From an optimization exercise on the open Yosys and OpenROAD flow, aimed at small area; shortcuts taken in it are not production practice.
The RTL was checked by simulation tests, not by an equivalence proof against the original design.
Power is estimated from default activity; no workload was simulated.

==> job 1609 <==
==> flow/design.v <==
module proto_field_packer #(
    parameter int FIFO_DEPTH = 16,
    parameter int FIELD_W    = 5,
    parameter int DATA_W     = 64
) (
    input  logic                            clk_i,
    input  logic                            reset_ni,
    input  logic                            in_valid_i,
    input  logic [FIELD_W-1:0]              in_field_num_i,
    input  logic [7:0]                      in_byte_sel_i,
    input  logic [DATA_W-1:0]               in_val_i,
    input  logic                            in_raw_byte_i,
    input  logic                            flush_i,
    output logic                            out_valid_o,
    input  logic                            out_ready_i,
    output logic [FIELD_W-1:0]              out_field_num_o,
    output logic [7:0]                      out_byte_sel_o,
    output logic [DATA_W-1:0]               out_data_o,
    output logic                            out_last_o,
    output logic [$clog2(FIFO_DEPTH):0]     fifo_count_o,
    output logic                            overflow_o
);
    localparam int AW    = $clog2(FIFO_DEPTH);
    localparam int CW    = AW + 1;
    localparam int NS    = FIFO_DEPTH + 1;    
    localparam int NL    = DATA_W / 8;        
    localparam logic [CW-1:0] DEPTH_C = CW'(FIFO_DEPTH);
    logic [1:0] rst_sync_reg;
    logic       rst_n;
    always_ff @(posedge clk_i or negedge reset_ni) begin
        if (!reset_ni) rst_sync_reg <= 2'b00;
        else           rst_sync_reg <= {rst_sync_reg[0], 1'b1};
    end
    assign rst_n = rst_sync_reg[1];
    logic               open_reg;           
    logic [FIELD_W-1:0] field_reg;          
    logic [2:0]         nb_reg;             
    logic scalar, raw_v, same, raw_new, raw_cont, raw_app, open_item;
    logic emit_old, emit_flush, drop, pop;
    logic [1:0] n_enq, push_n;
    logic [CW-1:0] count_reg;
    assign scalar    = in_valid_i && !in_raw_byte_i;
    assign raw_v     = in_valid_i && in_raw_byte_i;
    assign same      = open_reg && (in_field_num_i == field_reg);
    assign raw_new   = raw_v && !same;                       
    assign raw_cont  = raw_v && same && (nb_reg == 3'd0);    
    assign raw_app   = raw_v && same && (nb_reg != 3'd0);    
    assign open_item = in_valid_i ? in_raw_byte_i : open_reg;
    assign emit_old  = open_reg && (scalar || raw_new || raw_cont);
    assign emit_flush = flush_i && open_item;
    assign n_enq     = 2'(emit_old) + 2'(scalar | emit_flush);
    assign drop      = (DEPTH_C - count_reg) < CW'(n_enq);
    assign push_n    = drop ? 2'd0 : n_enq;
    assign pop       = out_valid_o && out_ready_i;
    always_ff @(posedge clk_i or negedge rst_n) begin
        if (!rst_n) open_reg <= 1'b0;
        else        open_reg <= open_item && !flush_i;
    end
    always_ff @(posedge clk_i) begin
        if (raw_new) field_reg <= in_field_num_i;
        if (raw_new || raw_cont) nb_reg <= 3'd1;
        else if (raw_app)        nb_reg <= nb_reg + 3'd1;
    end
    localparam int PW = $clog2(NS);
    logic [PW-1:0] wr_reg, wr_p1, wr_p2;
    logic [NS-1:0] wr_oh, rd_oh, wr_inc, pos_full;
    logic          overflow_reg;
    assign wr_p1 = (wr_reg == PW'(NS-1)) ? '0 : wr_reg + PW'(1);
    assign wr_p2 = (wr_reg == PW'(NS-1)) ? PW'(1) : (wr_reg == PW'(NS-2)) ? '0 : wr_reg + PW'(2);
    always_comb begin
        for (int s = 0; s < NS; s++) begin
            wr_oh[s] = (wr_reg == PW'(s));
        end
    end
    assign wr_inc   = {wr_oh[NS-2:0], wr_oh[NS-1]};
    assign pos_full = (emit_old && !drop) ? wr_inc : wr_oh;
    always_ff @(posedge clk_i or negedge rst_n) begin
        if (!rst_n) begin
            wr_reg       <= '0;
            rd_oh        <= NS'(1);
            count_reg    <= '0;
            overflow_reg <= 1'b0;
        end else begin
            case (push_n)
                2'd1:    wr_reg <= wr_p1;
                2'd2:    wr_reg <= wr_p2;
                default: wr_reg <= wr_reg;
            endcase
            if (pop) rd_oh <= {rd_oh[NS-2:0], rd_oh[NS-1]};
            count_reg    <= count_reg + CW'(push_n) - CW'(pop);
            overflow_reg <= overflow_reg | drop;
        end
    end
    logic       full_we;
    logic [7:0] bus_sel;
    logic [7:0] bus_lane [NL];
    logic [NL-1:0] app_lane;
    assign full_we    = scalar || raw_new || raw_cont;
    assign bus_lane[0] = in_val_i[7:0];
    assign bus_sel[0]  = in_raw_byte_i || in_byte_sel_i[0];
    genvar gl;
    generate
        for (gl = 1; gl < NL; gl++) begin : g_bus
            assign bus_lane[gl] = in_raw_byte_i ? (raw_app ? in_val_i[7:0] : 8'h00) : in_val_i[gl*8 +: 8];
            assign bus_sel[gl]  = in_raw_byte_i ? raw_app : in_byte_sel_i[gl];
        end
        for (gl = 0; gl < NL; gl++) begin : g_app
            assign app_lane[gl] = raw_app && (nb_reg == 3'(gl));
        end
    endgenerate
    logic [FIELD_W-1:0] s_field [NS];
    logic [7:0]         s_sel   [NS];
    logic [7:0]         s_data  [NS][NL];
    logic               s_last  [NS];
    genvar gs;
    generate
        for (gs = 0; gs < NS; gs++) begin : g_slot
            logic fw, lz;
            assign fw = full_we && pos_full[gs];
            assign lz = raw_cont && !drop && wr_oh[gs];
            always_ff @(posedge clk_i) begin
                if (fw) s_field[gs] <= in_field_num_i;
                if (fw || lz) s_last[gs] <= fw;
            end
            for (gl = 0; gl < NL; gl++) begin : g_lane
                logic en;
                assign en = fw || (wr_oh[gs] && app_lane[gl]);
                always_ff @(posedge clk_i) begin
                    if (en) begin
                        s_data[gs][gl]  <= bus_lane[gl];
                        s_sel[gs][gl]   <= bus_sel[gl];
                    end
                end
            end
        end
    endgenerate
    always_comb begin
        out_field_num_o = '0;
        out_byte_sel_o  = '0;
        out_data_o      = '0;
        out_last_o      = 1'b0;
        for (int s = 0; s < NS; s++) begin
            out_field_num_o = out_field_num_o | (s_field[s] & {FIELD_W{rd_oh[s]}});
            out_byte_sel_o  = out_byte_sel_o  | (s_sel[s]   & {8{rd_oh[s]}});
            out_last_o      = out_last_o      | (s_last[s]  & rd_oh[s]);
            for (int l = 0; l < NL; l++)
                out_data_o[l*8 +: 8] = out_data_o[l*8 +: 8] | (s_data[s][l] & {8{rd_oh[s]}});
        end
    end
    assign out_valid_o  = (count_reg != '0);
    assign fifo_count_o = count_reg;
    assign overflow_o   = overflow_reg;
endmodule
==> flow/flow/run.sh <==
#!/bin/bash
# Standard ORFS layout with three changes:
#  - after the standard synthesis, the combinational logic is re-mapped for area (flow/resyn.tcl);
#    every register keeps its instance name and cell type;
#  - the CTS adds no dummy loads and clusters up to 30 sinks per buffer;
#  - ports get buf_1 buffers.
set -euo pipefail
HERE=$(pwd)
R=$HERE/orfs/results/$FLOW_PLATFORM/proto_field_packer/base
bash standard.sh synth > make_synth.log 2>&1
cp $R/1_2_yosys.v $HERE/standard_synth.v
RESYN_IN=$HERE/standard_synth.v RESYN_OUT=$R/1_2_yosys.v RESYN_ABC=$HERE/flow/area.abc \
  yosys -c $HERE/flow/resyn.tcl > yosys_resyn.log 2>&1
rm -f $R/1_synth.odb $R/1_synth.sdc
bash standard.sh \
  "CTS_ARGS=-sink_clustering_enable -repair_clock_nets -dont_use_dummy_load -sink_clustering_size 30 -sink_clustering_max_diameter 60" \
  "BUFFER_PORTS_ARGS=-buffer_cell sky130_fd_sc_hd__buf_1" \
  finish > make_finish.log 2>&1
==> flow/flow/area.abc <==
&get -n
&st
&syn2
&dch -f
&nf -R 1000 -a
&put
==> flow/flow/resyn.tcl <==
# Re-maps the combinational logic of the standard synthesis netlist for area.
# Registers, tie cells and their instance names are kept exactly as the standard synthesis made them.
yosys -import
set lib $::env(FLOW_HOME)/platforms/sky130hd/lib/sky130_fd_sc_hd__tt_025C_1v80.lib
set top $::env(FLOW_TOP)
set in  $::env(RESYN_IN)
set out $::env(RESYN_OUT)
set abc_script $::env(RESYN_ABC)

read_liberty -ignore_miss_func $lib
read_verilog -defer $in
hierarchy -top $top
# Keep every sequential cell and the tie cells as they are.
set keep {}
foreach cell {dfxtp dfrtp dfstp dfrbp dfsbp dfbbp dfbbn dfrtn dfxbp edfxtp edfxbp sdfxtp sdfrtp sdfstp sedfxtp dlxtp dlxtn dlxbn dlxbp dlrtp dlrtn conb} {
  lappend keep "sky130_fd_sc_hd__${cell}_*"
}
foreach pat $keep { catch { setattr -mod -set blackbox 1 =$pat } }
flatten
delete t:\$scopeinfo
opt_clean -purge
set du {}
foreach c {sky130_fd_sc_hd__probe_p_8 sky130_fd_sc_hd__probec_p_8 sky130_fd_sc_hd__lpflow_*} { lappend du -dont_use $c }
abc -liberty $lib {*}$du -script $abc_script
opt_clean -purge
setundef -zero
hilomap -singleton -hicell sky130_fd_sc_hd__conb_1 HI -locell sky130_fd_sc_hd__conb_1 LO
insbuf -buf sky130_fd_sc_hd__buf_4 A X
splitnets
opt_clean -purge
tee -o resyn_stat.txt stat -liberty $lib
select -module $top
write_verilog -noattr -nohex -nodec -selected $out
==> flow/standard.sh <==
#!/bin/bash
# synth_recipe.tcl (not shown) runs the flow's synth.tcl, then flattens the netlist and writes it again
# the make line also repeats each setting of config.mk as NAME=value (left out here)
make -C /OpenROAD-flow-scripts/flow DESIGN_CONFIG=/design/flow/config.mk WORK_HOME=/design/flow/orfs CLKGATE_MAP_FILE= SYNTH_SCRIPT=/design/flow/synth_recipe.tcl "${@:-finish}"
==> flow/config.mk <==
export PLATFORM = sky130hd
export DESIGN_NAME = proto_field_packer
export DESIGN_NICKNAME = proto_field_packer
export VERILOG_FILES = /design/flow/design.v
export SDC_FILE = /design/flow/constraint.sdc
export NUM_CORES = 4
export LEC_CHECK = 0
export CAP_MARGIN = 20
export CORE_MARGIN = 2
export CORE_UTILIZATION = 65
export SLEW_MARGIN = 20
==> flow/constraint.sdc <==
create_clock -name core_clock -period 6.0 [get_ports {clk_i}]
set_input_delay 1.2000 -clock core_clock [delete_from_list [all_inputs] [get_ports {clk_i}]]
set_output_delay 1.2000 -clock core_clock [all_outputs]
set_load 0.01 [all_outputs]
==> job 561: changes against job 1609 <==
==> flow/flow/run.sh (replaced) <==
#!/bin/bash
# Standard ORFS layout with three changes:
#  - after the standard synthesis, the combinational logic is re-mapped for area (flow/resyn.tcl);
#    every register keeps its instance name and cell type;
#  - the CTS adds no dummy loads and clusters up to 26 sinks per buffer;
#  - ports get buf_1 buffers.
set -euo pipefail
HERE=$(pwd)
R=$HERE/orfs/results/$FLOW_PLATFORM/proto_field_packer/base
bash standard.sh synth > make_synth.log 2>&1
cp $R/1_2_yosys.v $HERE/standard_synth.v
RESYN_IN=$HERE/standard_synth.v RESYN_OUT=$R/1_2_yosys.v RESYN_ABC=$HERE/flow/area.abc \
  yosys -c $HERE/flow/resyn.tcl > yosys_resyn.log 2>&1
rm -f $R/1_synth.odb $R/1_synth.sdc
bash standard.sh \
  "CTS_ARGS=-sink_clustering_enable -repair_clock_nets -dont_use_dummy_load -sink_clustering_size 26 -sink_clustering_max_diameter 100" \
  "BUFFER_PORTS_ARGS=-buffer_cell sky130_fd_sc_hd__buf_1" \
  finish > make_finish.log 2>&1
- CORE_UTILIZATION: 65 -> 75
==> job 9821: changes against job 1609 <==
--- a/flow/design.v
+++ b/flow/design.v
@@ -61,32 +61,23 @@
         if (raw_new || raw_cont) nb_reg <= 3'd1;
         else if (raw_app)        nb_reg <= nb_reg + 3'd1;
     end
-    localparam int PW = $clog2(NS);
-    logic [PW-1:0] wr_reg, wr_p1, wr_p2;
-    logic [NS-1:0] wr_oh, rd_oh, wr_inc, pos_full;
+    logic [NS-1:0] wr_reg, rd_reg, wr_inc, pos_full;
     logic          overflow_reg;
-    assign wr_p1 = (wr_reg == PW'(NS-1)) ? '0 : wr_reg + PW'(1);
-    assign wr_p2 = (wr_reg == PW'(NS-1)) ? PW'(1) : (wr_reg == PW'(NS-2)) ? '0 : wr_reg + PW'(2);
-    always_comb begin
-        for (int s = 0; s < NS; s++) begin
-            wr_oh[s] = (wr_reg == PW'(s));
-        end
-    end
-    assign wr_inc   = {wr_oh[NS-2:0], wr_oh[NS-1]};
-    assign pos_full = (emit_old && !drop) ? wr_inc : wr_oh;
+    assign wr_inc   = {wr_reg[NS-2:0], wr_reg[NS-1]};
+    assign pos_full = (emit_old && !drop) ? wr_inc : wr_reg;
     always_ff @(posedge clk_i or negedge rst_n) begin
         if (!rst_n) begin
-            wr_reg       <= '0;
-            rd_oh        <= NS'(1);
+            wr_reg       <= NS'(1);
+            rd_reg       <= NS'(1);
             count_reg    <= '0;
             overflow_reg <= 1'b0;
         end else begin
             case (push_n)
-                2'd1:    wr_reg <= wr_p1;
-                2'd2:    wr_reg <= wr_p2;
+                2'd1:    wr_reg <= wr_inc;
+                2'd2:    wr_reg <= {wr_reg[NS-3:0], wr_reg[NS-1:NS-2]};
                 default: wr_reg <= wr_reg;
             endcase
-            if (pop) rd_oh <= {rd_oh[NS-2:0], rd_oh[NS-1]};
+            if (pop) rd_reg <= {rd_reg[NS-2:0], rd_reg[NS-1]};
             count_reg    <= count_reg + CW'(push_n) - CW'(pop);
             overflow_reg <= overflow_reg | drop;
         end
@@ -117,14 +108,14 @@
         for (gs = 0; gs < NS; gs++) begin : g_slot
             logic fw, lz;
             assign fw = full_we && pos_full[gs];
-            assign lz = raw_cont && !drop && wr_oh[gs];
+            assign lz = raw_cont && !drop && wr_reg[gs];
             always_ff @(posedge clk_i) begin
                 if (fw) s_field[gs] <= in_field_num_i;
                 if (fw || lz) s_last[gs] <= fw;
             end
             for (gl = 0; gl < NL; gl++) begin : g_lane
                 logic en;
-                assign en = fw || (wr_oh[gs] && app_lane[gl]);
+                assign en = fw || (wr_reg[gs] && app_lane[gl]);
                 always_ff @(posedge clk_i) begin
                     if (en) begin
                         s_data[gs][gl]  <= bus_lane[gl];
@@ -140,11 +131,11 @@
         out_data_o      = '0;
         out_last_o      = 1'b0;
         for (int s = 0; s < NS; s++) begin
-            out_field_num_o = out_field_num_o | (s_field[s] & {FIELD_W{rd_oh[s]}});
-            out_byte_sel_o  = out_byte_sel_o  | (s_sel[s]   & {8{rd_oh[s]}});
-            out_last_o      = out_last_o      | (s_last[s]  & rd_oh[s]);
+            out_field_num_o = out_field_num_o | (s_field[s] & {FIELD_W{rd_reg[s]}});
+            out_byte_sel_o  = out_byte_sel_o  | (s_sel[s]   & {8{rd_reg[s]}});
+            out_last_o      = out_last_o      | (s_last[s]  & rd_reg[s]);
             for (int l = 0; l < NL; l++)
-                out_data_o[l*8 +: 8] = out_data_o[l*8 +: 8] | (s_data[s][l] & {8{rd_oh[s]}});
+                out_data_o[l*8 +: 8] = out_data_o[l*8 +: 8] | (s_data[s][l] & {8{rd_reg[s]}});
         end
     end
     assign out_valid_o  = (count_reg != '0);
==> flow/run.sh (new file) <==
#!/bin/bash
# synth_recipe.tcl (not shown) runs the flow's synth.tcl, then flattens the netlist and writes it again
# the make line also repeats each setting of config.mk as NAME=value (left out here)
make -C /OpenROAD-flow-scripts/flow DESIGN_CONFIG=/design/flow/config.mk WORK_HOME=/design/flow/orfs CLKGATE_MAP_FILE= SYNTH_SCRIPT=/design/flow/synth_recipe.tcl finish
- CORE_UTILIZATION: 65 -> 40
removed: flow/flow/run.sh
removed: flow/flow/area.abc
removed: flow/flow/resyn.tcl
removed: flow/standard.sh
==> summary.txt <==
- Job 561 passed the timing, design-rule and antenna checks. Job 1609 ran to the end with no violations. Job 9821 passed the timing, design-rule and antenna checks.
- Utilization, lowest first: job 9821, job 1609, job 561.
- In sequential cell count, job 1609 and job 561 do not differ.
- Between job 561 and job 9821, the lower critical path depth is in job 9821 (gap 8).
- Total power: job 9821 > job 1609 > job 561.
- In job 561 the sequential share of layout area is higher than in job 1609, by 0.97 points.
- The lowest non-clock buffer count belongs to job 9821, the highest to job 1609.
- Against job 9821, the sequential power of job 561 is higher by about 10%.
- In job 561 the cell count is smaller than in job 1609, by about 3.7%.

-- port drivers added, routing unchanged --
The results above use ideal ports. As a check the final layouts listed here were re-extracted and re-timed, cells and wires unchanged. Step 1: set_driving_cell puts a clkbuf_16 on clk_i and a buf_2 on each other input, an assumption about the parent block. Step 2 moves the port delays by t, midway between the first and last clock arrival at a register: inputs arrive t later, outputs are due t later. That takes back most of the time a late clock gives input paths. a / b / c = ideal / step 1 / step 2; a / b = the first two.
run	t, ns	slack for setup (ns)	hold slack, ns	worst setup path at the end	worst data-port slew with drivers (ns)
job 1609	0.699	0.993 / 1.031 / 0.332	0.240 / 0.240 / 0.240	input to register	0.07
job 561	0.728	0.830 / 0.876 / 0.147	0.128 / 0.128 / 0.128	input to register	0.12
job 9821	0.823	1.109 / 1.033 / 0.529	0.166 / 0.166 / 0.166	input to register	0.12
After both steps setup and hold are still met in every run listed. For job 561, which loses most, drivers alone change the setup slack by +0.046 ns; drivers and shift together by -0.683 ns.
